Source: an optimization exercise on an open RTL-to-GDS flow (aim: a short achievable clock period and few clock cycles). Production flows keep margins and buffers that such runs may drop. Function was checked by simulation only, so behaviour that the tests miss may differ from the original. Power figures rest on the tool's default switching activity, not on a simulated workload.

==> flow/design.v (outline; a module is shown in full before it is edited, if it fits) <==
// module cellXor2: 3 lines
// module cellXnor2: 3 lines
// module cellAnd2: 3 lines
// module cellNand2: 3 lines
// module cellNand4: 3 lines
// module cellA22oi: 3 lines
// module cellInv: 3 lines
// module cellMux2i: 3 lines
// module cellA221o: 4 lines
// module cellNor2: 3 lines
// module cellOr2: 3 lines
// module cellAndN: 3 lines
// module cellOrN: 3 lines
// module cellMaj3: 3 lines
// module cellAo21: 3 lines
// module ksAdd: 93 lines
// module bypass4n: 19 lines
// module barrelShift: 27 lines
// module alu: 30 lines
// module mulStage2: 290 lines
// module boothEnc: 12 lines
// module mulStage1: 1339 lines
// module fetchSelByte: 27 lines
// module incAdd8: 42 lines
// module srcBSel: 8 lines
// module preDecode: 17 lines
// module fetchDecode: 40 lines
// module lessThan: 22 lines
// module executeStage: 30 lines
// module mispredictGate: 8 lines
// module cellMux2: 3 lines
// module redirectCond: 9 lines
// module pcSelect: 17 lines
// module hazardUnit: 30 lines
// module lateSel: 8 lines
// module memWriteback: 13 lines
// module processor: 305 lines
module processor (
    input  logic           clock,
    input  logic           rstN,
    output cpuPkg::wordT   addressImem,
    input  cpuPkg::wordT   qImem,
    output cpuPkg::wordT   addressDmem,
    output cpuPkg::wordT   data,
    output logic           wren,
    input  cpuPkg::wordT   qDmem,
    output logic           ctrlWriteEnable,
    output cpuPkg::regIdxT ctrlWriteReg,
    output cpuPkg::regIdxT ctrlReadRegA,
    output cpuPkg::regIdxT ctrlReadRegB,
    output cpuPkg::wordT   dataWriteReg,
    input  cpuPkg::wordT   dataReadRegA,
    input  cpuPkg::wordT   dataReadRegB
);
  // ...
==> flow/flow/run.sh <==
#!/bin/bash
# Standard layout (the standard.sh, standard synthesis unchanged) with two
# changes: the port buffers use buf_6 instead of the smallest buffer the
# resizer picks by default, and timing repair may change a cell's footprint
# (sizing across cell variants). Every tool's output goes to flow_make.log
# here; ORFS keeps its per-step logs under orfs/logs.
set -euo pipefail
bash standard.sh MATCH_CELL_FOOTPRINT=0 "BUFFER_PORTS_ARGS=-buffer_cell sky130_fd_sc_hd__buf_6" finish > flow_make.log 2>&1
==> flow/standard.sh <==
#!/bin/bash
# synth_recipe.tcl (not shown) runs the flow's synth.tcl, then flattens the netlist and writes it again
# the make line also repeats each setting of config.mk as NAME=value (left out here)
make -C /OpenROAD-flow-scripts/flow DESIGN_CONFIG=/design/flow/config.mk WORK_HOME=/design/flow/orfs CLKGATE_MAP_FILE= SYNTH_SCRIPT=/design/flow/synth_recipe.tcl "${@:-finish}"
==> flow/config.mk <==
export PLATFORM = sky130hd
export DESIGN_NAME = processor
export DESIGN_NICKNAME = processor
export VERILOG_FILES = /design/flow/design.v
export SDC_FILE = /design/flow/constraint.sdc
export NUM_CORES = 4
export LEC_CHECK = 0
export CAP_MARGIN = 20
export CELL_PAD_IN_SITES_DETAIL_PLACEMENT = 1
export CELL_PAD_IN_SITES_GLOBAL_PLACEMENT = 2
export CORE_MARGIN = 2
export CORE_UTILIZATION = 30
export PLACE_DENSITY = 0.45
export SETUP_SLACK_MARGIN = 5.0
export SLEW_MARGIN = 20
export SYNTH_HIERARCHICAL = 1
export TNS_END_PERCENT = 100
==> flow/constraint.sdc <==
create_clock -name core_clock -period 8.0 [get_ports {clock}]
set_input_delay 1.6000 -clock core_clock [delete_from_list [all_inputs] [get_ports {clock}]]
set_output_delay 1.6000 -clock core_clock [all_outputs]
set_load 0.01 [all_outputs]
==> notes.md, run 1 <==
critical path launch point type flip-flop; drt first pass iters 6; Slew headroom between 20% and 30%; r2r setup slk roughly 4800 ps; most numerous cell on the critical path a21o_1; Net Switching between 10000 and 15000 uW; max-slew violation total from the final report 0; Signal buf overhead a little over a tenth; Post-Layout Inst Area roughly 73000 um^2; cell-internal power ~16000 uW; Crit Path Category flip-flop to flip-flop; routed wl met2 122.9 mm; GP Congestion roughly 0.85; grt met3 use between 2 and 3%; Mapped Avg Cell Area roughly 10 um^2; pwr dens 412.3 nW/um^2; #MultiIn Comb between 4000 and 5000; logic depth of the worst path, buffers included 12; tap cells ~2500; hold slack between 400 and 500 ps; worst path cell trace clkbuf_16 > a22oi_2 > and2_4 > nand2b_4 > a21o_1 > a21o_1 > a21o_1 > a21o_1 > a21o_4 > buf_12 > mux2_4 > mux2_4; CTS H-tree lvls 3; Max VDD drop 0.3740 mV; Top class by area multi-input gates; final hold vios 0; CP required 8620 ps; final setup margin between 4000 and 5000 ps; status finished clean; via count around 45000; sequential group power approximately 6000 uW; crit path to pcOut[4]; Critical Path End Type flip-flop; DRT iter0 DRCs ~3000; slowest stage delay, CP about 450 ps; WL met1 134.1 mm; total power about 30000 uW; critical path arrival about 3800 ps
Testbench counts, summed over its fixed seeds: cycles 16,852.
==> run 2, diff against run 1 <==
--- a/flow/config.mk
+++ b/flow/config.mk
@@ -10,7 +10,7 @@
 export CELL_PAD_IN_SITES_GLOBAL_PLACEMENT = 2
 export CORE_MARGIN = 2
 export CORE_UTILIZATION = 30
-export PLACE_DENSITY = 0.45
+export PLACE_DENSITY = 0.4
 export SETUP_SLACK_MARGIN = 5.0
 export SLEW_MARGIN = 20
 export SYNTH_HIERARCHICAL = 1
==> notes.md, run 2 <==
num ports ~280; clk latency of the worst-skew pair 770 ps; Crit path max-delay family compound AO/OA/AOI/OAI gates; Worst Skew approximately 53 ps; RSZ-0062 raised after global routing true; Hold WC Path Type flip-flop to flip-flop; drt drc 0; Max VDD drop 0.3740 mV (unchanged); most frequent cells in the layout xor2_1, a21o_1, dfxtp_1, and2_1, buf_4; most common cell after layout, fill and taps aside xor2_1; Slew headroom 27.07% (unchanged); Leak Pwr ~0.033 uW; GP Congestion 0.8450 (unchanged); yosys warns 7; first-pass GRT wire length roughly 370 mm; Crit Path Category flip-flop to flip-flop; DRT iter0 DRCs 2914 (unchanged); std cell rows 160; layout cell share with drive strength beyond 1 between 30% and 40%; CP Max Fanout 9; Slowest cell on crit path dfxtp_4; clock sink count around 730; clk slew on worst S/H paths 60 ps; Routed WL 274.9 mm; Critical Path End Type flip-flop; pwr dens 412.3 nW/um^2 (unchanged); final hold vios 0 (unchanged); die width between 400 and 500 um; ANT nets after route 0; drt first pass iters 6 (unchanged); Mapped Avg Cell Area 9.888 um^2 (unchanged); clock buffer depth 3; via count 45010 (unchanged); Die Area between 150000 and 200000 um^2; hold buffers post-CTS 0; cell count after synthesis around 5800; Least-Margin Pin Slew approximately 1100 ps; slowest stage delay, CP 450 ps (about the same); GRT Residual Overflow 0; number of global-route vias before repair 45720; pin count of the biggest net entering global routing 62; Fin Setup TNS 0 ps; Num CTS Buffers 96; max cap viols 0; CP Buf/Inv Count 2; max-slew violation total from the final report 0 (unchanged); initial antenna violation count 16; wire length per cell about 31 um; hold slack 455.2 ps (unchanged); largest reg by FF count xmMulBits; critical path launch point type flip-flop; synthesized area approximately 57000 um^2; critical path arrival 3800 ps (about the same); layout overhead on the synthesized area 27.01%; final setup vio count 0; worst path cell trace clkbuf_16 > a22oi_2 > and2_4 > nand2b_4 > a21o_1 > a21o_1 > a21o_1 > a21o_1 > a21o_4 > buf_12 > mux2_4 > mux2_4; chip height ~440 um; Initial Utilization 30.13%; fmax between 0.3 and 0.4 GHz; fin crit share between 30% and 40%; detail-routed via count per cell around 5.1; CTS tree yes; hpwl dp about 200 mm; Layout Utilization between 30% and 40%; CP required 8620 ps (about the same); most numerous cell on the critical path a21o_1; Largest register FFs about 120; core outline area approximately 190000 um^2; # nets final 6361; IO Port Bufs 274; status finished clean; Overall Global Routing Usage between 20% and 30%; CTS root buf clkbuf_16; CTS H-tree lvls 3 (unchanged); Tmin final about 3200 ps
## run 2: cell type report
cell class                 instances  area (um^2)
timing repair buffer             702         7575
tap                             2511         3142
multi-input combinational       4437        41250
inverter                         257         1097
sequential                       732        15940
timing repair inverter             2        17.52
clock inverter                    55        835.8
fill                           20680       117000
antenna                            7        17.52
clock buffer                     122         2661
## run 2: final timing paths
check	start	end	depth (start not counted)	slack (ps)
worst min-delay path	xCat[0]	mCat	0	460
min in group asynchronous	rstN	pc[25]	1	840
worst max register to register	xSelBc[1]	pcOut[4]	12	4820
worst max-delay path	xSelBc[1]	pcOut[4]	12	4820
worst min register to register	xCat[0]	mCat	0	460
max in group asynchronous	rstN	mRd[4]	2	5730
## run 2: stage by stage
stage	instance area (um^2)	std cells	setup WS (ps)	power [uW]
finish	72540	8825	4823	29910
global route	72520	8819	4823	31520
CTS	68770	8639	4892	28380
detailed placement	61170	8289	3215	21040
global placement	61170	8289	3214	21080
floorplan	57330	5821	4395	15870
## run 2: report_power, final
part | switching [uW] | internal [uW]
clock network | 1970 | 2920
logic | 10600 | 8420
registers | 1360 | 4620
## run 2: metal layers
layer  vias up  global-route usage (%)  share of wire, %
li1      20710                       -                 -
met1     23070                   39.65                49
met2      1001                   42.83                45
met3       230                   2.939               4.1
met4         2                   6.728               2.4
met5         -                       0            0.0029
## run 2: timing repair
action                                  in CTS  in global routing
resized for setup                          556                446
pin swaps                                  115                215
buffers inserted                           149                167
gates cloned                                24                 12
endpoints found under the setup margin     389                217
==> module lessThan, before the edit <==
module lessThan (
    input  wire [31:0] nrs,
    input  wire [31:0] nrd,
    output wire        lt
);
    wire [62:0]  g;          
    wire [62:0]  p;
    genvar i;
    generate
        for (i = 0; i < 31; i++) begin : gLeaf
            cellAndN uG (.a(nrd[i]), .b(nrs[i]), .y(g[i]));
            cellOrN  uP (.a(nrd[i]), .b(nrs[i]), .y(p[i]));
        end
        cellAndN uG31 (.a(nrs[31]), .b(nrd[31]), .y(g[31]));
        cellOrN  uP31 (.a(nrs[31]), .b(nrd[31]), .y(p[31]));
        for (i = 32; i < 63; i++) begin : gNode
            cellAo21 uG (.g(g[2*(i-32)+1]), .p(p[2*(i-32)+1]), .gl(g[2*(i-32)]), .y(g[i]));
            cellAnd2 uP (.a(p[2*(i-32)+1]), .b(p[2*(i-32)]), .y(p[i]));
        end
    endgenerate
    assign lt = g[62];
endmodule
==> module executeStage, before the edit <==
module executeStage (
    input  wire [31:0] nA,             
    input  wire [31:0] nB,             
    output wire        eq,
    output wire        lt              
);
    wire [31:0] same;
    genvar i;
    generate
        for (i = 0; i < 32; i++) begin : gEq
            cellXnor2 uX (.a(nA[i]), .b(nB[i]), .y(same[i]));
        end
    endgenerate
    lessThan uLt (.nrs(nA), .nrd(nB), .lt);
    wire [7:0] n4;
    wire [3:0] a8;
    wire [1:0] n16;
    generate
        for (i = 0; i < 8; i++) begin : gN4
            cellNand4 uN (.a(same[4*i]), .b(same[4*i+1]), .c(same[4*i+2]), .d(same[4*i+3]), .y(n4[i]));
        end
        for (i = 0; i < 4; i++) begin : gA8
            cellNor2 uA (.a(n4[2*i]), .b(n4[2*i+1]), .y(a8[i]));
        end
        for (i = 0; i < 2; i++) begin : gN16
            cellNand2 uN (.a(a8[2*i]), .b(a8[2*i+1]), .y(n16[i]));
        end
    endgenerate
    cellNor2 uEq (.a(n16[0]), .b(n16[1]), .y(eq));
endmodule
==> module mispredictGate, before the edit <==
module mispredictGate (
    input  wire [3:0] kind,            
    input  wire       eq,
    input  wire       lt,
    output wire       y
);
    assign y = (kind[0] && eq) || (kind[1] && !eq) || (kind[2] && !lt) || (kind[3] && lt);
endmodule
==> module pcSelect, before the edit <==
module pcSelect (
    input  wire       redirLt,
    input  wire       redirGe,
    input  wire       lt,
    input  wire [3:0] redirPc,
    input  wire [3:0] nextPc,
    output wire [3:0] y
);
    wire redir;
    cellMux2 uR (.s(lt), .a1(redirLt), .a0(redirGe), .y(redir));
    genvar i;
    generate
        for (i = 0; i < 4; i++) begin : gBit
            cellMux2 uY (.s(redir), .a1(redirPc[i]), .a0(nextPc[i]), .y(y[i]));
        end
    endgenerate
endmodule
==> module processor, before the edit <==
module processor (
    input  logic           clock,
    input  logic           rstN,
    output cpuPkg::wordT   addressImem,
    input  cpuPkg::wordT   qImem,
    output cpuPkg::wordT   addressDmem,
    output cpuPkg::wordT   data,
    output logic           wren,
    input  cpuPkg::wordT   qDmem,
    output logic           ctrlWriteEnable,
    output cpuPkg::regIdxT ctrlWriteReg,
    output cpuPkg::regIdxT ctrlReadRegA,
    output cpuPkg::regIdxT ctrlReadRegB,
    output cpuPkg::wordT   dataWriteReg,
    input  cpuPkg::wordT   dataReadRegA,
    input  cpuPkg::wordT   dataReadRegB
);
    logic [31:0] pc;
    logic [31:0] pcPlusOne;
    logic [23:0] pcHiLess;
    logic [23:0] pcHiMore;
    logic [31:0] fetchNext;
    logic [31:0] pcNext;
    logic [31:0] pcOutNext;
    logic [31:0] pcOut;                 
    logic        fIsJump;
    logic        fPred;
    logic [31:0] dxRedir;               
    logic        stall;                 
    logic [31:0] seqPc;
    logic [4:0]  fSrcB;
    logic [4:0]  fSrcBOut;
    logic [3:0]  xBrKind;
    logic        xKill;                 
    logic        brEq, brLt;
    logic        redirect;              
    logic        redirLt, redirGe;      
    assign pcPlusOne   = pc + 32'd1;
    assign pcHiLess    = pc[31:8] - 24'd1;
    assign pcHiMore    = pc[31:8] + 24'd1;
    assign addressImem = pcOut;
    assign seqPc       = stall ? pc : pcPlusOne;
    fetchDecode uFetch (
        .qImem, .pc, .pcHiLess, .pcHiMore, .seqPc, .stall, .fetchNext, .isJump(fIsJump),
        .predTaken(fPred), .srcB(fSrcB), .srcBOut(fSrcBOut)
    );
    genvar gi;
    generate
        for (gi = 0; gi < 8; gi++) begin : gPc
            pcSelect uPcSel (
                .redirLt, .redirGe, .lt(brLt), .redirPc(dxRedir[gi*4 +: 4]),
                .nextPc(fetchNext[gi*4 +: 4]), .y(pcNext[gi*4 +: 4])
            );
            pcSelect uPcSelOut (
                .redirLt, .redirGe, .lt(brLt), .redirPc(dxRedir[gi*4 +: 4]),
                .nextPc(fetchNext[gi*4 +: 4]), .y(pcOutNext[gi*4 +: 4])
            );
        end
    endgenerate
    redirectCond uCond (.kind(xBrKind & {4{!xKill}}), .eq(brEq), .redirLt, .redirGe);
    mispredictGate uMis (.kind(xBrKind & {4{!xKill}}), .eq(brEq), .lt(brLt), .y(redirect));
    always_ff @(posedge clock or negedge rstN) begin
        if (!rstN) begin
            pc    <= '0;
            pcOut <= '0;
        end else begin
            pc    <= pcNext;
            pcOut <= pcOutNext;
        end
    end
    logic [31:0] fdIr;
    logic        fdValid;
    logic        fdPred;
    logic [4:0]  fdSrcB;                
    logic [4:0]  fdRs;                  
    logic [4:0]  fdSrcBOut;             
    logic        fdUsesA, fdUsesB, fdIsMul, fdUseImm;    
    logic        fUsesA, fUsesB, fIsMul, fUseImm;
    logic [31:0] fdPc;                  
    preDecode uPre (.ir(qImem), .usesA(fUsesA), .usesB(fUsesB), .isMul(fIsMul), .useImm(fUseImm));
    always_ff @(posedge clock or negedge rstN) begin
        if (!rstN) begin
            fdIr    <= nopWord;
            fdPred  <= 1'b0;
            fdSrcB  <= '0;
            fdRs    <= '0;
            fdSrcBOut <= '0;
            fdUsesA <= 1'b0;
            fdUsesB <= 1'b0;
            fdIsMul <= 1'b0;
            fdUseImm <= 1'b0;
            fdValid <= 1'b0;
        end else begin
            if (!stall) begin
                fdIr   <= fIsJump ? nopWord : qImem;
                fdPred <= fPred;
                fdSrcB <= fIsJump ? 5'd0 : fSrcB;
                fdRs   <= qImem[21:17];
                fdSrcBOut <= fSrcBOut;
                fdUsesA  <= fUsesA && !fIsJump;
                fdUsesB  <= fUsesB && !fIsJump;
                fdIsMul  <= fIsMul && !fIsJump;
                fdUseImm <= fUseImm && !fIsJump;
            end
            fdValid <= !redirect && (fdValid || !stall);
        end
    end
    always_ff @(posedge clock) begin
        if (!stall) begin
            fdPc <= pcPlusOne;
        end
    end
    logic [4:0] dOp, dRd, dRs, dRt, dFn, dSrcB;
    logic       dIsAlu, dIsAddi, dIsLw, dIsSw, dIsBne, dIsBlt, dIsMul;
    logic       dWrites, dUsesA, dUsesB, dImmNZ, dUseImm;
    logic [1:0] dCat;                   
    logic [31:0] dRedirSum;
    logic [31:0] dImm;
    assign dOp  = fdIr[31:27];
    assign dRd  = fdIr[26:22];
    assign dRs  = fdIr[21:17];
    assign dRt  = fdIr[16:12];
    assign dFn  = fdIr[6:2];
    assign dImm = {{15{fdIr[16]}}, fdIr[16:0]};
    assign dImmNZ = |fdIr[16:0];
    assign dIsAlu   = fdValid && dOp == opAlu;
    assign dIsAddi  = fdValid && dOp == opAddi;
    assign dIsLw    = fdValid && dOp == opLw;
    assign dIsSw    = fdValid && dOp == opSw;
    assign dIsBne   = fdValid && dOp == opBne;
    assign dIsBlt   = fdValid && dOp == opBlt;
    assign dIsMul   = fdValid && fdIsMul;
    assign dWrites  = (dIsAlu || dIsAddi || dIsLw) && dRd != 5'd0;
    assign dSrcB    = fdSrcB;
    assign dUsesA   = fdValid && fdUsesA;
    assign dUsesB   = fdValid && fdUsesB;
    assign dUseImm  = fdUseImm;
    assign dCat     = {dOp == opAlu && (dFn == aluAnd || dFn == aluOr || dFn == aluSll || dFn == aluSra),
                       (dOp == opAlu && (dFn == aluAdd || dFn == aluSub)) || dUseImm};
    assign ctrlReadRegA = fdRs;
    assign ctrlReadRegB = fdSrcBOut;
    logic        xWrites, xLate, xIsLoad, xIsMul, xIsSw;
    logic [1:0]  xCat;
    logic        xSub;
    logic [4:0]  xRd;
    logic [31:0] dxA, dxB, dxBAlu;      
    logic [3:0]  xSelA, xSelB;          
    logic [3:0]  xSelAc, xSelBc;        
    logic [31:0] dxMulNA, dxMulNA2;     
    logic [31:0] dxMulNB;
    logic [31:0] dNotA, dNotA2, dNotB;
    logic [3:0]  xAluSel;
    logic [4:0]  xShamt;
    logic [4:0]  xShamtRN;              
    logic        xWritesE, xLateE;      
    logic        mWrites, mLate, mIsLoad, mIsMul, mIsSw;
    logic [1:0]  mCat;
    logic [4:0]  mRd;
    logic [3:0]  dSelA, dSelBAlu, dSelAc, dSelBc;
    logic        stallC;
    assign xWritesE = xWrites && !xKill;
    assign xLateE   = xLate && !xKill;
    hazardUnit uHazard (
        .rs(dRs), .srcB(dSrcB), .usesA(dUsesA), .usesB(dUsesB), .isMul(dIsMul), .bImm(dUseImm),
        .xWrites(xWritesE), .xLate(xLateE), .xCat, .xRd, .mWrites, .mRd,
        .stall, .selA(dSelA), .selB(), .selBAlu(dSelBAlu)
    );
    hazardUnit uHazardC (
        .rs(dRs), .srcB(dSrcB), .usesA(dUsesA), .usesB(dUsesB), .isMul(dIsMul), .bImm(dUseImm),
        .xWrites(xWritesE), .xLate(xLateE), .xCat, .xRd, .mWrites, .mRd,
        .stall(stallC), .selA(dSelAc), .selB(dSelBc), .selBAlu()
    );
    genvar gm;
    generate
        for (gm = 0; gm < 32; gm++) begin : gMulOp
            cellInv uNa (.a(dataReadRegA[gm]), .y(dNotA[gm]));
            cellInv uNa2 (.a(dataReadRegA[gm]), .y(dNotA2[gm]));
            cellInv uNb (.a(dataReadRegB[gm]), .y(dNotB[gm]));
        end
    endgenerate
    ksAdd #(.SUB(0), .INV(0), .CIN(0)) uRedir (.a(fdPc), .b(dImm), .cin(1'b0), .s(dRedirSum), .s2());
    always_ff @(posedge clock or negedge rstN) begin
        if (!rstN) begin
            xKill   <= 1'b0;
            xWrites <= 1'b0;
            xLate   <= 1'b0;
            xIsLoad <= 1'b0;
            xIsMul  <= 1'b0;
            xIsSw   <= 1'b0;
            xBrKind <= '0;
            xCat    <= '0;
            xRd     <= '0;
        end else begin
            xKill <= redirect;
            if (stall) begin
                xWrites <= 1'b0;
                xLate   <= 1'b0;
                xIsLoad <= 1'b0;
                xIsMul  <= 1'b0;
                xIsSw   <= 1'b0;
                xBrKind <= '0;
                xCat    <= '0;
                xRd     <= '0;
            end else begin
                xWrites <= dWrites;
                xLate   <= dWrites && (dIsLw || dIsMul);
                xIsLoad <= dIsLw;
                xIsMul  <= dIsMul;
                xIsSw   <= dIsSw;
                xBrKind <= {dIsBlt && !fdPred && dImmNZ, dIsBlt && fdPred,
                            dIsBne && !fdPred && dImmNZ, dIsBne && fdPred};
                xCat    <= dCat;
                xRd     <= dRd;
            end
        end
    end
    always_ff @(posedge clock) begin
        dxA     <= dataReadRegA;
        dxB     <= dataReadRegB;
        dxBAlu  <= dUseImm ? dImm : dataReadRegB;
        dxRedir <= fdPred ? fdPc : dRedirSum;
        xSub    <= dOp == opAlu && dFn == aluSub;
        xSelA   <= dSelA;
        xSelB   <= dSelBAlu;
        xSelAc  <= dSelAc;
        xSelBc  <= dSelBc;
        dxMulNA  <= dNotA;
        dxMulNA2 <= dNotA2;
        dxMulNB  <= dNotB;
        xAluSel <= {dFn == aluSra, dFn == aluSll, dFn == aluOr, dFn == aluAnd};
        xShamt  <= fdIr[11:7];
        xShamtRN <= ~fdIr[11:7];
    end
    logic [31:0] xmSum, xmRest, mwO;
    logic [31:0] nAluA, nAluB, nCmpA, nCmpB;
    logic [31:0] aluSum, aluSum2, aluRest;
    logic [31:0] xmAddr;                
    bypass4n uBypAluA (.sel(xSelA),  .r(dxA),    .mSum(xmSum), .mRest(xmRest), .w(mwO), .ny(nAluA));
    bypass4n uBypAluB (.sel(xSelB),  .r(dxBAlu), .mSum(xmSum), .mRest(xmRest), .w(mwO), .ny(nAluB));
    bypass4n uBypCmpA (.sel(xSelAc), .r(dxA),    .mSum(xmSum), .mRest(xmRest), .w(mwO), .ny(nCmpA));
    bypass4n uBypCmpB (.sel(xSelBc), .r(dxB),    .mSum(xmSum), .mRest(xmRest), .w(mwO), .ny(nCmpB));
    alu uAlu (
        .na(nAluA), .nb(nAluB), .sub(xSub), .shamt(xShamt), .nShamtR(xShamtRN), .sel(xAluSel),
        .sum(aluSum), .sum2(aluSum2), .rest(aluRest)
    );
    executeStage uBranch (.nA(nCmpA), .nB(nCmpB), .eq(brEq), .lt(brLt));
    localparam int mulBitsW = 119;
    logic [mulBitsW-1:0] mulBits, xmMulBits;
    mulStage1 uMul1 (.na0(dxMulNA), .na1(dxMulNA2), .nb(dxMulNB), .bits(mulBits));
    logic [31:0] xmB;
    always_ff @(posedge clock or negedge rstN) begin
        if (!rstN) begin
            mWrites <= 1'b0;
            mLate   <= 1'b0;
            mIsLoad <= 1'b0;
            mIsMul  <= 1'b0;
            mIsSw   <= 1'b0;
            mCat    <= '0;
            mRd     <= '0;
        end else begin
            mWrites <= xWritesE;
            mLate   <= xLateE;
            mIsLoad <= xIsLoad && !xKill;
            mIsMul  <= xIsMul && !xKill;
            mIsSw   <= xIsSw && !xKill;
            mCat    <= xCat;
            mRd     <= xRd;
        end
    end
    always_ff @(posedge clock) begin
        xmSum     <= aluSum;
        xmAddr    <= aluSum2;
        xmRest    <= aluRest;
        xmB       <= ~nCmpB;
        xmMulBits <= mulBits;
    end
    logic [31:0] product, mResult, mResult2, mAlu;
    logic [31:0] mwOut;                 
    logic        wWrites;
    logic [4:0]  wRd;
    mulStage2 uMul2 (.bits(xmMulBits), .product);
    assign mAlu = mCat[0] ? xmSum : xmRest;
    memWriteback uMemWb (
        .isLoad(mIsLoad), .isMul(mIsMul), .qDmem, .product, .aluResult(mAlu), .result(mResult), .result2(mResult2)
    );
    assign addressDmem = xmAddr;        
    assign wren        = mIsSw;
    assign data        = xmB;
    always_ff @(posedge clock or negedge rstN) begin
        if (!rstN) begin
            wWrites <= 1'b0;
            wRd     <= '0;
        end else begin
            wWrites <= mWrites;
            wRd     <= mRd;
        end
    end
    always_ff @(posedge clock) begin
        mwO   <= mResult;
        mwOut <= mResult2;
    end
    assign dataWriteReg    = mwOut;
    assign ctrlWriteEnable = wWrites;
    assign ctrlWriteReg    = wRd;
endmodule
==> run 3, diff against run 2 <==
--- a/flow/design.v
+++ b/flow/design.v
@@ -51,6 +51,12 @@
                   output wire y);
     assign y = (a1 & a2) | (b1 & b2) | c;
 endmodule
+module cellA21oi (input wire g, input wire p, input wire gl, output wire y);
+    assign y = ~(g | (p & gl));
+endmodule
+module cellO21ai (input wire a1, input wire a2, input wire b1, output wire y);
+    assign y = ~((a1 | a2) & b1);
+endmodule
 module cellNor2 (input wire a, input wire b, output wire y);
     assign y = ~(a | b);
 endmodule
@@ -2029,10 +2035,10 @@
 module lessThan (
     input  wire [31:0] nrs,
     input  wire [31:0] nrd,
-    output wire        lt
+    output wire        ltN
 );
     wire [62:0]  g;          
-    wire [62:0]  p;
+    wire [62:0]  p;          
     genvar i;
     generate
         for (i = 0; i < 31; i++) begin : gLeaf
@@ -2042,17 +2048,22 @@
         cellAndN uG31 (.a(nrs[31]), .b(nrd[31]), .y(g[31]));
         cellOrN  uP31 (.a(nrs[31]), .b(nrd[31]), .y(p[31]));
         for (i = 32; i < 63; i++) begin : gNode
-            cellAo21 uG (.g(g[2*(i-32)+1]), .p(p[2*(i-32)+1]), .gl(g[2*(i-32)]), .y(g[i]));
-            cellAnd2 uP (.a(p[2*(i-32)+1]), .b(p[2*(i-32)]), .y(p[i]));
+            if ((i < 48) || (i >= 56 && i < 60) || (i == 62)) begin : gInv
+                cellA21oi uG (.g(g[2*(i-32)+1]), .p(p[2*(i-32)+1]), .gl(g[2*(i-32)]), .y(g[i]));
+                cellNand2 uP (.a(p[2*(i-32)+1]), .b(p[2*(i-32)]), .y(p[i]));
+            end else begin : gTrue
+                cellO21ai uG (.a1(p[2*(i-32)+1]), .a2(g[2*(i-32)]), .b1(g[2*(i-32)+1]), .y(g[i]));
+                cellNor2 uP (.a(p[2*(i-32)+1]), .b(p[2*(i-32)]), .y(p[i]));
+            end
         end
     endgenerate
-    assign lt = g[62];
+    assign ltN = g[62];
 endmodule
 module executeStage (
     input  wire [31:0] nA,             
     input  wire [31:0] nB,             
     output wire        eq,
-    output wire        lt              
+    output wire        ltN             
 );
     wire [31:0] same;
     genvar i;
@@ -2061,7 +2072,7 @@
             cellXnor2 uX (.a(nA[i]), .b(nB[i]), .y(same[i]));
         end
     endgenerate
-    lessThan uLt (.nrs(nA), .nrd(nB), .lt);
+    lessThan uLt (.nrs(nA), .nrd(nB), .ltN);
     wire [7:0] n4;
     wire [3:0] a8;
     wire [1:0] n16;
@@ -2081,10 +2092,10 @@
 module mispredictGate (
     input  wire [3:0] kind,            
     input  wire       eq,
-    input  wire       lt,
+    input  wire       ltN,
     output wire       y
 );
-    assign y = (kind[0] && eq) || (kind[1] && !eq) || (kind[2] && !lt) || (kind[3] && lt);
+    assign y = (kind[0] && eq) || (kind[1] && !eq) || (kind[2] && ltN) || (kind[3] && !ltN);
 endmodule
 module cellMux2 (input wire s, input wire a1, input wire a0, output wire y);
     assign y = s ? a1 : a0;
@@ -2101,17 +2112,17 @@
 module pcSelect (
     input  wire       redirLt,
     input  wire       redirGe,
-    input  wire       lt,
+    input  wire       ltN,
     input  wire [3:0] redirPc,
     input  wire [3:0] nextPc,
     output wire [3:0] y
 );
-    wire redir;
-    cellMux2 uR (.s(lt), .a1(redirLt), .a0(redirGe), .y(redir));
+    wire stay;               
+    cellMux2i uR (.s(ltN), .a1(redirGe), .a0(redirLt), .y(stay));
     genvar i;
     generate
         for (i = 0; i < 4; i++) begin : gBit
-            cellMux2 uY (.s(redir), .a1(redirPc[i]), .a0(nextPc[i]), .y(y[i]));
+            cellMux2 uY (.s(stay), .a1(nextPc[i]), .a0(redirPc[i]), .y(y[i]));
         end
     endgenerate
 endmodule
@@ -2210,7 +2221,7 @@
     logic [4:0]  fSrcBOut;
     logic [3:0]  xBrKind;
     logic        xKill;                 
-    logic        brEq, brLt;
+    logic        brEq, brLtN;
     logic        redirect;              
     logic        redirLt, redirGe;      
     assign pcPlusOne   = pc + 32'd1;
@@ -2226,17 +2237,17 @@
     generate
         for (gi = 0; gi < 8; gi++) begin : gPc
             pcSelect uPcSel (
-                .redirLt, .redirGe, .lt(brLt), .redirPc(dxRedir[gi*4 +: 4]),
+                .redirLt, .redirGe, .ltN(brLtN), .redirPc(dxRedir[gi*4 +: 4]),
                 .nextPc(fetchNext[gi*4 +: 4]), .y(pcNext[gi*4 +: 4])
             );
             pcSelect uPcSelOut (
-                .redirLt, .redirGe, .lt(brLt), .redirPc(dxRedir[gi*4 +: 4]),
+                .redirLt, .redirGe, .ltN(brLtN), .redirPc(dxRedir[gi*4 +: 4]),
                 .nextPc(fetchNext[gi*4 +: 4]), .y(pcOutNext[gi*4 +: 4])
             );
         end
     endgenerate
     redirectCond uCond (.kind(xBrKind & {4{!xKill}}), .eq(brEq), .redirLt, .redirGe);
-    mispredictGate uMis (.kind(xBrKind & {4{!xKill}}), .eq(brEq), .lt(brLt), .y(redirect));
+    mispredictGate uMis (.kind(xBrKind & {4{!xKill}}), .eq(brEq), .ltN(brLtN), .y(redirect));
     always_ff @(posedge clock or negedge rstN) begin
         if (!rstN) begin
             pc    <= '0;
@@ -2421,7 +2432,7 @@
         .na(nAluA), .nb(nAluB), .sub(xSub), .shamt(xShamt), .nShamtR(xShamtRN), .sel(xAluSel),
         .sum(aluSum), .sum2(aluSum2), .rest(aluRest)
     );
-    executeStage uBranch (.nA(nCmpA), .nB(nCmpB), .eq(brEq), .lt(brLt));
+    executeStage uBranch (.nA(nCmpA), .nB(nCmpB), .eq(brEq), .ltN(brLtN));
     localparam int mulBitsW = 119;
     logic [mulBitsW-1:0] mulBits, xmMulBits;
     mulStage1 uMul1 (.na0(dxMulNA), .na1(dxMulNA2), .nb(dxMulNB), .bits(mulBits));
--- a/flow/config.mk
+++ b/flow/config.mk
@@ -10,7 +10,7 @@
 export CELL_PAD_IN_SITES_GLOBAL_PLACEMENT = 2
 export CORE_MARGIN = 2
 export CORE_UTILIZATION = 30
-export PLACE_DENSITY = 0.4
+export PLACE_DENSITY = 0.45
 export SETUP_SLACK_MARGIN = 5.0
 export SLEW_MARGIN = 20
 export SYNTH_HIERARCHICAL = 1
==> notes.md, run 3 <==
status finished clean; layout overhead on the synthesized area 26.84%; RSZ-0062 raised after global routing true; fmax 0.3120 GHz (-0.89%); max cap viols 0 (unchanged); Slew headroom 23.78% (-3.3 points); initial antenna violation count 10 (-6); fillers 20680 (unchanged); Leak Pwr 0.03219 uW (-1.0%); yosys warns 7 (unchanged); core outline area 188200 um^2 (-0.73%); ANT nets after route 0 (unchanged); CP required 8630 ps (about the same); Post-Layout Inst Area 72260 um^2 (-0.38%); num ports 275 (unchanged); number of global-route vias before repair 46020 (+0.65%); CTS root buf clkbuf_16; largest reg by FF count xmMulBits; most frequent cells in the layout xor2_1, dfxtp_1, a21o_1, and2_1, mux2i_1; hold buffers post-CTS 0 (unchanged); Sw Ratio 47.01% (+0.37 points); Num CTS Buffers 97 (+1.0%); final setup vio count 0 (unchanged); Least-Margin Pin Slew 1139 ps (+45.45 ps); Gate power share 62.3% (-1.4 points); Die Area 193400 um^2 (-0.25%); detail-routed via count per cell 5.074 (-0.50%); placed inst area 60940 um^2 (-0.36%); Worst Skew 55.22 ps (+1.785 ps); Hold WC Path Type flip-flop to flip-flop; clk slew on worst S/H paths 60 ps (about the same); fin crit share 40.07% (+0.36 points); clk latency of the worst-skew pair 780 ps (about the same); Mapped Avg Cell Area 9.863 um^2 (-0.25%); most numerous cell on the critical path buf_6; Slowest cell on crit path or4b_2; most common cell after layout, fill and taps aside xor2_1; Largest register FFs 119 (unchanged); die width 439.8 um (-0.12%); cell-internal power 14900 uW (-6.6%); drt first pass iters 5 (-1); clock sink count 732 (unchanged); Overall Global Routing Usage 26.67% (-0.64 points); GP Congestion 0.8524 (+0.88%); Critical Path End Type flip-flop; chip height 439.8 um (-0.12%); Crit Path Category input port to flip-flop; std cell rows 159 (-0.63%); GRT Residual Overflow 0 (unchanged); pin count of the biggest net entering global routing 61 (-1.6%); Initial Utilization 30.27% (+0.15 points); CP Max Fanout 9 (unchanged); critical path arrival 3840 ps (+40 ps); Routed WL 265.5 mm (-3.4%); worst path cell trace buf_6 > or4b_2 > a311oi_4 > buf_6 > buf_12 > buf_8 > o21bai_4 > o2bb2ai_4 > mux2_4; clock buffer depth 3 (unchanged); DRT iter0 DRCs 2394 (-18%); layout cell share with drive strength beyond 1 39.57% (-0.28 points); Max VDD drop 0.3283 mV (-12%); hpwl dp 200.9 mm (-2.5%); final hold vios 0 (unchanged); Tmin final 3205 ps (+28.49 ps); max-slew violation total from the final report 0 (unchanged); wire length per cell 30.27 um (-2.8%); cell count after synthesis 5776 (unchanged); Seq pwr share 21.3% (+1.3 points); CTS H-tree lvls 3 (unchanged); CTS tree yes; pwr dens 389.1 nW/um^2 (-5.6%); synthesized area 56970 um^2 (-0.25%); clock network fraction of total power 16.4% (about the same); first-pass GRT wire length 366.9 mm (-1.5%); # nets final 6319 (-0.66%); Fin Setup TNS 0 ps (unchanged); slowest stage delay, CP 700 ps (+250 ps); drt drc 0 (unchanged); Net Switching 13220 uW (-5.2%); via count 44500 (-1.1%); IO Port Bufs 274 (unchanged); critical path launch point type input port; Layout Utilization 38.40% (+0.13 points)
[run 3: cell types whose count changed in the layout (fill, tap and decap cells not counted), moves of 16 or more]
cell     change
buf_4       -43
a21o_1      -30
a21oi_2     +20
and2_4      -19
mux2_4      -18
mux2i_4     +16
[run 3: layout make-up]
type / instances / area [um^2] / area share [%]
multi-input cells: 4437 / 41360 / 57.24
flip-flops and latches: 732 / 15940 / 22.05
repair buffers: 660 / 7303 / 10.11
well taps: 2495 / 3122 / 4.320
clock buffers: 126 / 2711 / 3.752
inverters: 257 / 1166 / 1.614
clock inverters: 55 / 638.1 / 0.8831
diodes: 6 / 15.01 / 0.02078
repair inverters: 1 / 8.758 / 0.01212
[run 3: worst paths after layout]
path,start,end,slack (ps),depth (start not counted)
min in group asynchronous,rstN,fdSrcBOut[1],790,1
min,xIsLoad,mIsLoad,460,1
max in group asynchronous,rstN,fdSrcB[0],5920,2
min reg2reg,xIsLoad,mIsLoad,460,1
max reg2reg,xSelBc[2],pc[24],4860,12
max,qImem[31],pcOut[7],4790,9
[run 3: stage by stage]
step / instances / power (uW) / worst slack [ps] / hold slack [ps]
floorplan: 5821 / 15870 / 4405 / 383.8
global placement: 8256 / 20540 / 3640 / 437.7
detailed placement: 8258 / 20510 / 3648 / 448.8
CTS: 8627 / 26640 / 4877 / 466.9
global route: 8763 / 29810 / 4766 / 504.8
finish: 8769 / 28120 / 4795 / 463.8
[run 3: critical path: cells and delay by family]
family,cells,cell delay [ps]
and+or+nand+nor,1,700
muxes,1,270
AOI/OAI and AO/OA,3,690
buffers and inverters,4,580
[run 3: power groups by stage]
| stage | Combinational [uW] | Sequential, uW | Clock, uW |
|---|---|---|---|
| 6_report | 17500 | 5980 | 4610 |
| 3_3_place_gp | 14500 | 6020 | 0 |
| 2_1_floorplan | 10600 | 5290 | 0 |
| 3_5_place_dp | 14500 | 6010 | 0 |
| 4_1_cts | 15900 | 5940 | 4760 |
| 5_1_grt | 18900 | 6070 | 4890 |
[run 3: timing repair]
action,in CTS,in global routing
pin swaps,141,249
cloned,26,5
setup buffers,162,131
setup endpoints to repair,395,224
gates resized for setup,627,383
[run 3: routing by layer]
layer  vias up  routed length (um)  track usage [%]
met5         -                  38                0
met4         6                6473            6.446
met3       252               10220            2.822
li1      20590                   -                -
met2       904              117900            41.69
met1     22740              130900            38.96
Testbench counts of run 3, summed over its fixed seeds: cycles 16,852.
==> module fetchDecode, before the edit <==
module fetchDecode (
    input  wire [31:0] qImem,
    input  wire [31:0] pc,
    input  wire [23:0] pcHiLess,       
    input  wire [23:0] pcHiMore,       
    input  wire [31:0] seqPc,          
    input  wire        stall,
    output wire [31:0] fetchNext,      
    output wire        isJump,
    output wire        predTaken,      
    output wire [4:0]  srcB,           
    output wire [4:0]  srcBOut         
);
    wire [4:0] op = qImem[31:27];
    wire       isBranch = op == cpuPkg::opBne || op == cpuPkg::opBlt;
    wire       shortBack = qImem[16] & (&qImem[15:8]);      
    wire       shortFwd  = !(|qImem[16:8]) && (|qImem[7:0]);  
    wire       twoRegs   = qImem[26:22] != qImem[21:17];
    wire [7:0] lo;
    wire       carry;
    incAdd8 uLo (.a(pc[7:0]), .b(qImem[7:0]), .s(lo), .cout(carry));
    assign isJump    = op == cpuPkg::opJ;
    assign predTaken = isBranch && twoRegs && (shortBack || shortFwd);
    srcBSel uSrcB (.ir(qImem), .srcB);
    srcBSel uSrcBOut (.ir(qImem), .srcB(srcBOut));
    wire [31:0] jumpPc = {5'b0, qImem[26:0]};
    wire [31:0] pcHiLessW = {pcHiLess, 8'd0};
    wire [31:0] pcHiMoreW = {pcHiMore, 8'd0};
    genvar k;
    generate
        for (k = 0; k < 4; k++) begin : gByte
            fetchSelByte #(.LOW(k == 0)) uSel (
                .isJump, .predTaken, .stall, .carry, .back(qImem[16]),
                .jumpPc(jumpPc[k*8 +: 8]), .lo, .pcHi(pc[k*8 +: 8]),
                .pcHiLess(pcHiLessW[k*8 +: 8]), .pcHiMore(pcHiMoreW[k*8 +: 8]),
                .seqPc(seqPc[k*8 +: 8]), .y(fetchNext[k*8 +: 8])
            );
        end
    endgenerate
endmodule
==> run 4, diff against run 3 <==
--- a/flow/design.v
+++ b/flow/design.v
@@ -57,6 +57,9 @@
 module cellO21ai (input wire a1, input wire a2, input wire b1, output wire y);
     assign y = ~((a1 | a2) & b1);
 endmodule
+module cellAnd3 (input wire a, input wire b, input wire c, output wire y);
+    assign y = a & b & c;
+endmodule
 module cellNor2 (input wire a, input wire b, output wire y);
     assign y = ~(a | b);
 endmodule
@@ -1989,6 +1992,20 @@
                     op == cpuPkg::opSw;
     assign isMul  = isAlu && fn == cpuPkg::aluMul;
 endmodule
+module opDecode (
+    input  wire [4:0] op,
+    output wire       isJump,          
+    output wire       isBranch         
+);
+    wire hi0;                
+    wire mid0;               
+    wire n0;
+    cellNor2 uHi (.a(op[4]), .b(op[3]), .y(hi0));
+    cellNor2 uMid (.a(op[2]), .b(op[1]), .y(mid0));
+    cellInv uN0 (.a(op[0]), .y(n0));
+    cellAnd3 uJ (.a(hi0), .b(mid0), .c(op[0]), .y(isJump));
+    cellAnd3 uB (.a(hi0), .b(op[1]), .c(n0), .y(isBranch));
+endmodule
 module fetchDecode (
     input  wire [31:0] qImem,
     input  wire [31:0] pc,
@@ -2002,15 +2019,14 @@
     output wire [4:0]  srcB,           
     output wire [4:0]  srcBOut         
 );
-    wire [4:0] op = qImem[31:27];
-    wire       isBranch = op == cpuPkg::opBne || op == cpuPkg::opBlt;
+    wire       isBranch;
+    opDecode uOp (.op(qImem[31:27]), .isJump, .isBranch);
     wire       shortBack = qImem[16] & (&qImem[15:8]);      
     wire       shortFwd  = !(|qImem[16:8]) && (|qImem[7:0]);  
     wire       twoRegs   = qImem[26:22] != qImem[21:17];
     wire [7:0] lo;
     wire       carry;
     incAdd8 uLo (.a(pc[7:0]), .b(qImem[7:0]), .s(lo), .cout(carry));
-    assign isJump    = op == cpuPkg::opJ;
     assign predTaken = isBranch && twoRegs && (shortBack || shortFwd);
     srcBSel uSrcB (.ir(qImem), .srcB);
     srcBSel uSrcBOut (.ir(qImem), .srcB(srcBOut));
@@ -2212,7 +2228,9 @@
     logic [31:0] pcNext;
     logic [31:0] pcOutNext;
     logic [31:0] pcOut;                 
-    logic        fIsJump;
+    logic        fIsJump;               
+    logic        fIsJumpD;              
+    logic        fIsBranchD;
     logic        fPred;
     logic [31:0] dxRedir;               
     logic        stall;                 
@@ -2266,6 +2284,7 @@
     logic        fdUsesA, fdUsesB, fdIsMul, fdUseImm;    
     logic        fUsesA, fUsesB, fIsMul, fUseImm;
     logic [31:0] fdPc;                  
+    opDecode uOpD (.op(qImem[31:27]), .isJump(fIsJumpD), .isBranch(fIsBranchD));
     preDecode uPre (.ir(qImem), .usesA(fUsesA), .usesB(fUsesB), .isMul(fIsMul), .useImm(fUseImm));
     always_ff @(posedge clock or negedge rstN) begin
         if (!rstN) begin
@@ -2281,15 +2300,15 @@
             fdValid <= 1'b0;
         end else begin
             if (!stall) begin
-                fdIr   <= fIsJump ? nopWord : qImem;
+                fdIr   <= qImem;            
                 fdPred <= fPred;
-                fdSrcB <= fIsJump ? 5'd0 : fSrcB;
+                fdSrcB <= fIsJumpD ? 5'd0 : fSrcB;
                 fdRs   <= qImem[21:17];
                 fdSrcBOut <= fSrcBOut;
-                fdUsesA  <= fUsesA && !fIsJump;
-                fdUsesB  <= fUsesB && !fIsJump;
-                fdIsMul  <= fIsMul && !fIsJump;
-                fdUseImm <= fUseImm && !fIsJump;
+                fdUsesA  <= fUsesA && !fIsJumpD;
+                fdUsesB  <= fUsesB && !fIsJumpD;
+                fdIsMul  <= fIsMul && !fIsJumpD;
+                fdUseImm <= fUseImm && !fIsJumpD;
             end
             fdValid <= !redirect && (fdValid || !stall);
         end
==> notes.md, run 4 <==
Setup WS pre-CTS 3633 ps (-15.47 ps); first-pass GRT wire length 370.5 mm (+1.0%); std cell rows 159 (unchanged); Slew headroom 24.75% (+0.97 points); clk latency of the worst-skew pair 760 ps (-20 ps); Sequential Area 15780 um^2 (-0.97%); CTS H-tree lvls 3 (unchanged); GP Congestion 0.8591 (+0.79%); Seq pwr share 21.7% (+0.4 points); clk slew on worst S/H paths 60 ps (about the same); Crit Path Category input port to flip-flop; number of global-route vias before repair 45890 (-0.28%); ANT nets after route 0 (unchanged); detail-routed via count per cell 5.126 (+1.0%); Crit path max-delay family simple AND/OR/NAND/NOR gates; critical path launch point type input port; max cap viols 0 (unchanged); die width 439.4 um (about the same); Leak Pwr 0.03205 uW (-0.45%); clock buffer depth 3 (unchanged); Least-Margin Pin Slew 1129 ps (-10.67 ps); via count 44870 (+0.85%); # nets final 6311 (-0.13%); Max VDD drop 0.4298 mV (+31%); Overall Global Routing Usage 27.05% (+0.38 points); hold buffers post-CTS 0 (unchanged); Hold WC Path Type flip-flop to flip-flop; Initial Utilization 30.26% (about the same); fin crit share 39.62% (-0.45 points); IO Port Bufs 274 (unchanged); fillers 20680 (-0.015%); Fin Setup TNS 0 ps (unchanged); most common cell after layout, fill and taps aside xor2_1; core outline area 188000 um^2 (-0.11%); hpwl dp 202.7 mm (+0.87%); synthesized area 56880 um^2 (-0.15%); slowest stage delay, CP 550 ps (-150 ps); final hold vios 0 (unchanged); most frequent cells in the layout xor2_1, dfxtp_1, a21o_1, and2_1, buf_6; max-slew violation total from the final report 0 (unchanged); Sw Ratio 47.07% (+0.062 points); Net Switching 12920 uW (-2.3%); Die Area 193100 um^2 (-0.15%); pin count of the biggest net entering global routing 87 (+43%); Gate power share 61.7% (-0.6 points); worst path cell trace buf_8 > or4_4 > o2111a_2 > o221a_4 > and3b_2 > a22oi_2 > nand2_2 > mux2_4; clock network fraction of total power 16.6% (+0.2 points); HP Start xCat[0]; largest reg by FF count xmMulBits; final setup margin 4830 ps (+35.89 ps); CP Max Fanout 8 (-1); Layout Utilization 38.11% (-0.29 points); wire length per cell 30.85 um (+1.9%); area of the multi-input gates 41110 um^2 (-0.61%); fmax 0.3155 GHz (+1.1%); CTS root buf clkbuf_16; Routed WL 270.0 mm (+1.7%); Worst Skew 35.79 ps (-19.43 ps); drt drc 0 (unchanged); final setup vio count 0 (unchanged); total power 27440 uW (-2.4%); Num CTS Buffers 94 (-3.1%); layout cell share with drive strength beyond 1 38.66% (-0.91 points); chip height 439.4 um (about the same); Critical Path End Type flip-flop; critical path arrival 3810 ps (-30 ps); CP Buf/Inv Count 1 (-3); drt first pass iters 7 (+2); initial antenna violation count 22 (+12); GRT Residual Overflow 0 (unchanged); CP required 8640 ps (about the same); layout overhead on the synthesized area 25.95%; clock sink count 727 (-0.68%); CTS tree yes; status finished clean; RSZ-0062 raised after global routing true; CP startpoint qImem[1]; Tmin final 3170 ps (-35.89 ps); num ports 275 (unchanged); Slowest cell on crit path or4_4; yosys warns 7 (unchanged); Mapped Avg Cell Area 9.870 um^2 (about the same); DRT iter0 DRCs 2746 (+15%); cell-internal power 14520 uW (-2.5%); pwr dens 383.0 nW/um^2 (-1.6%); worst r2r src xSelAc[3]; cell count after synthesis 5763 (-0.23%); Largest register FFs 119 (unchanged)
## run 4: cell type report
type,instances,share of cell area [%]
Multi-Input combinational cell,4437,57.38
Inverter,258,1.512
Timing Repair Buffer,660,10.16
Sequential cell,727,22.03
Tap cell,2495,4.357
Clock buffer,124,3.709
Clock inverter,49,0.8383
Antenna cell,4,0.01397
## run 4: per-layer routing
metal | up-vias | GRT usage (%) | share of wire [%]
met3 | 251 | 3.366 | 4.0
met1 | 23060 | 39.63 | 49
met5 | - | 0 | 0.0096
met4 | 4 | 6.568 | 2.6
met2 | 1003 | 41.70 | 44
li1 | 20560 | - | -
## run 4: worst reg2reg max path: stages, from the launching register on
cell and delay [ps]:
dfxtp_2 420, buf_12 210, buf_4 150, a22oi_2 50, and2_4 180, xnor2_2 180, nand4_1 150, nor2_2 180
nand2_1 110, nor2_4 140, buf_12 150, mux2_8 470, mux2i_4 330, mux2_4 330
## run 4: repair_timing
item | CTS | global route
resized for setup | 604 | 287
endpoints found under the setup margin | 355 | 205
buffers inserted | 169 | 127
gates cloned | 29 | 7
pin swaps | 132 | 170
## run 4: power groups by stage
| stage | registers, uW | clock network, uW | logic [uW] |
|---|---|---|---|
| 4_1_cts | 5940 | 4680 | 15700 |
| 2_1_floorplan | 5250 | 0 | 10500 |
| 3_5_place_dp | 5970 | 0 | 14300 |
| 6_report | 5970 | 4550 | 16900 |
| 5_1_grt | 6060 | 4830 | 18100 |
| 3_3_place_gp | 5980 | 0 | 14300 |
## run 4: through the flow
stage | cells | hold slack (ps) | instance area (um^2)
floorplan | 5808 | 383.8 | 57150
CTS | 8616 | 459.5 | 68850
global route | 8751 | 482.6 | 71640
detailed placement | 8245 | 445.8 | 60850
finish | 8754 | 452.2 | 71640
global placement | 8245 | 443.6 | 60850
## run 4: worst paths after layout
kind / slack, ps / depth (start not counted) / to
worst max register to register: 4860 / 13 / pcOut[13]
worst min-delay path: 450 / 0 / mCat
max in group asynchronous: 5670 / 2 / mIsLoad
min in group asynchronous: 880 / 1 / pcOut[26]
worst min register to register: 450 / 0 / mCat
worst max-delay path: 4830 / 8 / pcOut[15]
Testbench counts of run 4, summed over its fixed seeds: cycles 16,852.
==> run 5, diff against run 4 <==
--- a/flow/design.v
+++ b/flow/design.v
@@ -60,6 +60,9 @@
 module cellAnd3 (input wire a, input wire b, input wire c, output wire y);
     assign y = a & b & c;
 endmodule
+module cellNor3 (input wire a, input wire b, input wire c, output wire y);
+    assign y = ~(a | b | c);
+endmodule
 module cellNor2 (input wire a, input wire b, output wire y);
     assign y = ~(a | b);
 endmodule
@@ -2006,6 +2009,44 @@
     cellAnd3 uJ (.a(hi0), .b(mid0), .c(op[0]), .y(isJump));
     cellAnd3 uB (.a(hi0), .b(op[1]), .c(n0), .y(isBranch));
 endmodule
+module predictCond (
+    input  wire [31:0] q,              
+    input  wire        isBranch,
+    output wire        predTaken
+);
+    wire [4:0] d;
+    wire       same01, same234;
+    wire       twoRegs;
+    genvar i;
+    generate
+        for (i = 0; i < 5; i++) begin : gCmp
+            cellXor2 uX (.a(q[22+i]), .b(q[17+i]), .y(d[i]));
+        end
+    endgenerate
+    cellNor2 uS01 (.a(d[0]), .b(d[1]), .y(same01));
+    cellNor3 uS234 (.a(d[2]), .b(d[3]), .c(d[4]), .y(same234));
+    cellNand2 uTwo (.a(same01), .b(same234), .y(twoRegs));
+    wire [3:0] n2;           
+    wire [3:0] a2n;          
+    wire [3:0] z2;           
+    generate
+        for (i = 0; i < 4; i++) begin : gPair
+            cellNor2 uN (.a(q[8+2*i]), .b(q[9+2*i]), .y(n2[i]));
+            cellNand2 uA (.a(q[8+2*i]), .b(q[9+2*i]), .y(a2n[i]));
+            cellNor2 uZ (.a(q[2*i]), .b(q[2*i+1]), .y(z2[i]));
+        end
+    endgenerate
+    wire zHiA, zHiB, oHiA, oHiB, zLoA, zLoB;
+    cellAnd2 uZh0 (.a(n2[0]), .b(n2[1]), .y(zHiA));
+    cellAnd2 uZh1 (.a(n2[2]), .b(n2[3]), .y(zHiB));
+    cellNor2 uOh0 (.a(a2n[0]), .b(a2n[1]), .y(oHiA));
+    cellNor2 uOh1 (.a(a2n[2]), .b(a2n[3]), .y(oHiB));
+    cellNand2 uZl0 (.a(z2[0]), .b(z2[1]), .y(zLoA));      
+    cellNand2 uZl1 (.a(z2[2]), .b(z2[3]), .y(zLoB));      
+    wire back = q[16] & oHiA & oHiB;                       
+    wire fwd  = !q[16] & zHiA & zHiB & (zLoA | zLoB);      
+    assign predTaken = isBranch & twoRegs & (back | fwd);
+endmodule
 module fetchDecode (
     input  wire [31:0] qImem,
     input  wire [31:0] pc,
@@ -2021,13 +2062,10 @@
 );
     wire       isBranch;
     opDecode uOp (.op(qImem[31:27]), .isJump, .isBranch);
-    wire       shortBack = qImem[16] & (&qImem[15:8]);      
-    wire       shortFwd  = !(|qImem[16:8]) && (|qImem[7:0]);  
-    wire       twoRegs   = qImem[26:22] != qImem[21:17];
     wire [7:0] lo;
     wire       carry;
     incAdd8 uLo (.a(pc[7:0]), .b(qImem[7:0]), .s(lo), .cout(carry));
-    assign predTaken = isBranch && twoRegs && (shortBack || shortFwd);
+    predictCond uPred (.q(qImem), .isBranch, .predTaken);
     srcBSel uSrcB (.ir(qImem), .srcB);
     srcBSel uSrcBOut (.ir(qImem), .srcB(srcBOut));
     wire [31:0] jumpPc = {5'b0, qImem[26:0]};
==> notes.md, run 5 <==
number of global-route vias before repair 45610 (-0.60%); DP Cell Count 8260 (+0.18%); critical path launch point type flip-flop; Die Area 193300 um^2 (about the same); Overall Global Routing Usage 26.47% (-0.57 points); die width 439.6 um (about the same); Fin Setup TNS 0 ps (unchanged); cell count after synthesis 5776 (+0.23%); Mapped Avg Cell Area 9.856 um^2 (-0.14%); yosys warns 7 (unchanged); core outline area 188200 um^2 (+0.11%); fmax 0.3158 GHz (+0.11%); Num CTS Buffers 94 (unchanged); via count 44570 (-0.68%); detail-routed via count per cell 5.074 (-1.0%); pin count of the biggest net entering global routing 83 (-4.6%); IO Port Bufs 274 (unchanged); wire length per cell 30.13 um (-2.3%); Crit path max-delay family multiplexers; CTS tree yes; r2r setup slk 4830 ps (-30 ps); CTS H-tree lvls 3 (unchanged); GP Congestion 0.8375 (-2.5%); max-slew violation total from the final report 0 (unchanged); logic depth of the worst path, buffers included 11 (+3); clk latency of the worst-skew pair 770 ps (about the same); first-pass GRT wire length 363.4 mm (-1.9%); Routed WL 264.7 mm (-2.0%); clk slew on worst S/H paths 60 ps (about the same); Max VDD drop 0.4410 mV (+2.6%); chip height 439.6 um (about the same); Layout Utilization 38.60% (+0.50 points); most common cell after layout, fill and taps aside xor2_1; CTS root buf clkbuf_16; final setup vio count 0 (unchanged); std cell rows 159 (unchanged); Leak Pwr 0.03228 uW (+0.71%); # nets final 6334 (+0.36%); Crit Path Category flip-flop to flip-flop; max cap viols 0 (unchanged); synthesized area 56930 um^2 (about the same); CP required 8610 ps (-30 ps); CP Buf/Inv Count 1 (unchanged); drt drc 0 (unchanged); pwr dens 378.4 nW/um^2 (-1.2%); hold path cells 0 (unchanged); status finished clean; clock buffer depth 3 (unchanged); Slew headroom 24.66% (-0.089 points); Least-Margin Pin Slew 1126 ps (-2.488 ps); Largest register FFs 119 (unchanged); Critical Path End Type flip-flop; layout cell share with drive strength beyond 1 40.10% (+1.4 points); Initial Utilization 30.25% (about the same); largest reg by FF count xmMulBits; final std cells w/o fill 8784 (+0.34%); Slowest cell on crit path dfxtp_1; worst path cell trace a22oi_2 > and2_1 > xnor2_1 > nand4_1 > nor2_2 > nand2_2 > nor2_4 > buf_12 > mux2_8 > mux2i_4 > mux2_4; most frequent cells in the layout xor2_1, dfxtp_1, a21o_1, and2_1, buf_4; Reg2Reg Depth 11 (-2); Tmin final 3166 ps (-3.420 ps); GRT Residual Overflow 0 (unchanged); num ports 275 (unchanged); critical path arrival 3780 ps (-30 ps); Hold WC Path Type flip-flop to flip-flop; slowest stage delay, CP 660 ps (+110 ps); total power 27500 uW (+0.20%); hpwl dp 201.2 mm (-0.74%); initial antenna violation count 21 (-4.5%); ANT nets after route 0 (unchanged); Worst Skew 52.25 ps (+16.46 ps); RSZ-0062 raised after global routing true; fin crit share 39.58% (-0.043 points); layout overhead on the synthesized area 27.62%; drt first pass iters 5 (-2); DRT iter0 DRCs 2440 (-11%); final hold vios 0 (unchanged); hold buffers post-CTS 0 (unchanged); clock sink count 727 (unchanged); CP Max Fanout 8 (unchanged)
-- run 5: path summary, 6_finish.rpt --
check	end	startpoint
max	pc[26]	dxA[29]
min	mCat	xCat[0]
max reg2reg	pc[26]	dxA[29]
min reg2reg	mCat	xCat[0]
max in group asynchronous	fdUseImm	rstN
min in group asynchronous	pcOut[26]	rstN
-- run 5: layer usage --
layer	share of wire, %	vias up	track usage [%]
li1	-	20540	-
met1	50	22920	38.96
met2	44	855	41.27
met3	3.5	254	2.520
met4	2.6	2	6.286
met5	0.0049	-	0
-- run 5: layout make-up --
class,instances,area [um^2]
fillers,20690,115500
flip-flops and latches,727,15810
clock buffers,113,2545
clock inverters,61,922.1
repair inverters,3,26.28
diodes,10,25.02
inverters,259,1150
repair buffers,671,7281
well taps,2495,3122
multi-input cells,4445,41770
-- run 5: through the flow --
step / instance area (um^2) / hold slack (ps) / worst slack (ps)
after floorplan: 57350 / 383.8 / 4645
after global placement: 61060 / 465.4 / 3541
after detailed placement: 61060 / 454.4 / 3492
after CTS: 68800 / 468.6 / 4914
after global routing: 72630 / 505.2 / 4783
final: 72650 / 474.5 / 4834
-- run 5: power by group --
| part | internal [uW] | switching [uW] |
|---|---|---|
| registers | 4570 | 1400 |
| clock network | 2850 | 1970 |
| logic | 7200 | 9500 |
| total | 14600 | 12900 |
-- run 5: what timing repair did --
item / 4_1_cts / 5_1_grt
buffers inserted: 147 / 170
pin swaps: 106 / 242
gates cloned: 16 / 7
setup endpoints to repair: 342 / 216
gates resized for setup: 569 / 424
Testbench counts of run 5, summed over its fixed seeds: cycles 16,852.

==> afterwards: timing with drivers on the ports <==
In the flow no input, the clock included, has a driving cell. The finished layouts below were timed again as built, in two steps.
Step 1: set_driving_cell puts a clkbuf_16 on clock and a buf_2 on each other input, an assumption about the parent block.
Step 2, shift: input delay + t, output delay - t, t = (earliest + latest rising clock arrival at the registers) / 2. This alone moves slack from input paths to output paths.
Three values: ideal ports, drivers, drivers and shift; two values: the first two.
run	shift t [ns]	setup WS [ns]	worst setup path after step 2
run 1	0.826	4.823 / 4.823 / 4.098	input to register
run 2	0.826	4.823 / 4.823 / 4.098	input to register
run 3	0.834	4.795 / 4.833 / 3.999	input to register
run 4	0.833	4.830 / 4.823 / 3.990	input to register
run 5	0.826	4.834 / 4.834 / 4.113	input to register
After both steps setup and hold are still met in every run listed. For run 4, which loses most, drivers alone change the setup slack by -0.007 ns; drivers and shift together by -0.840 ns.
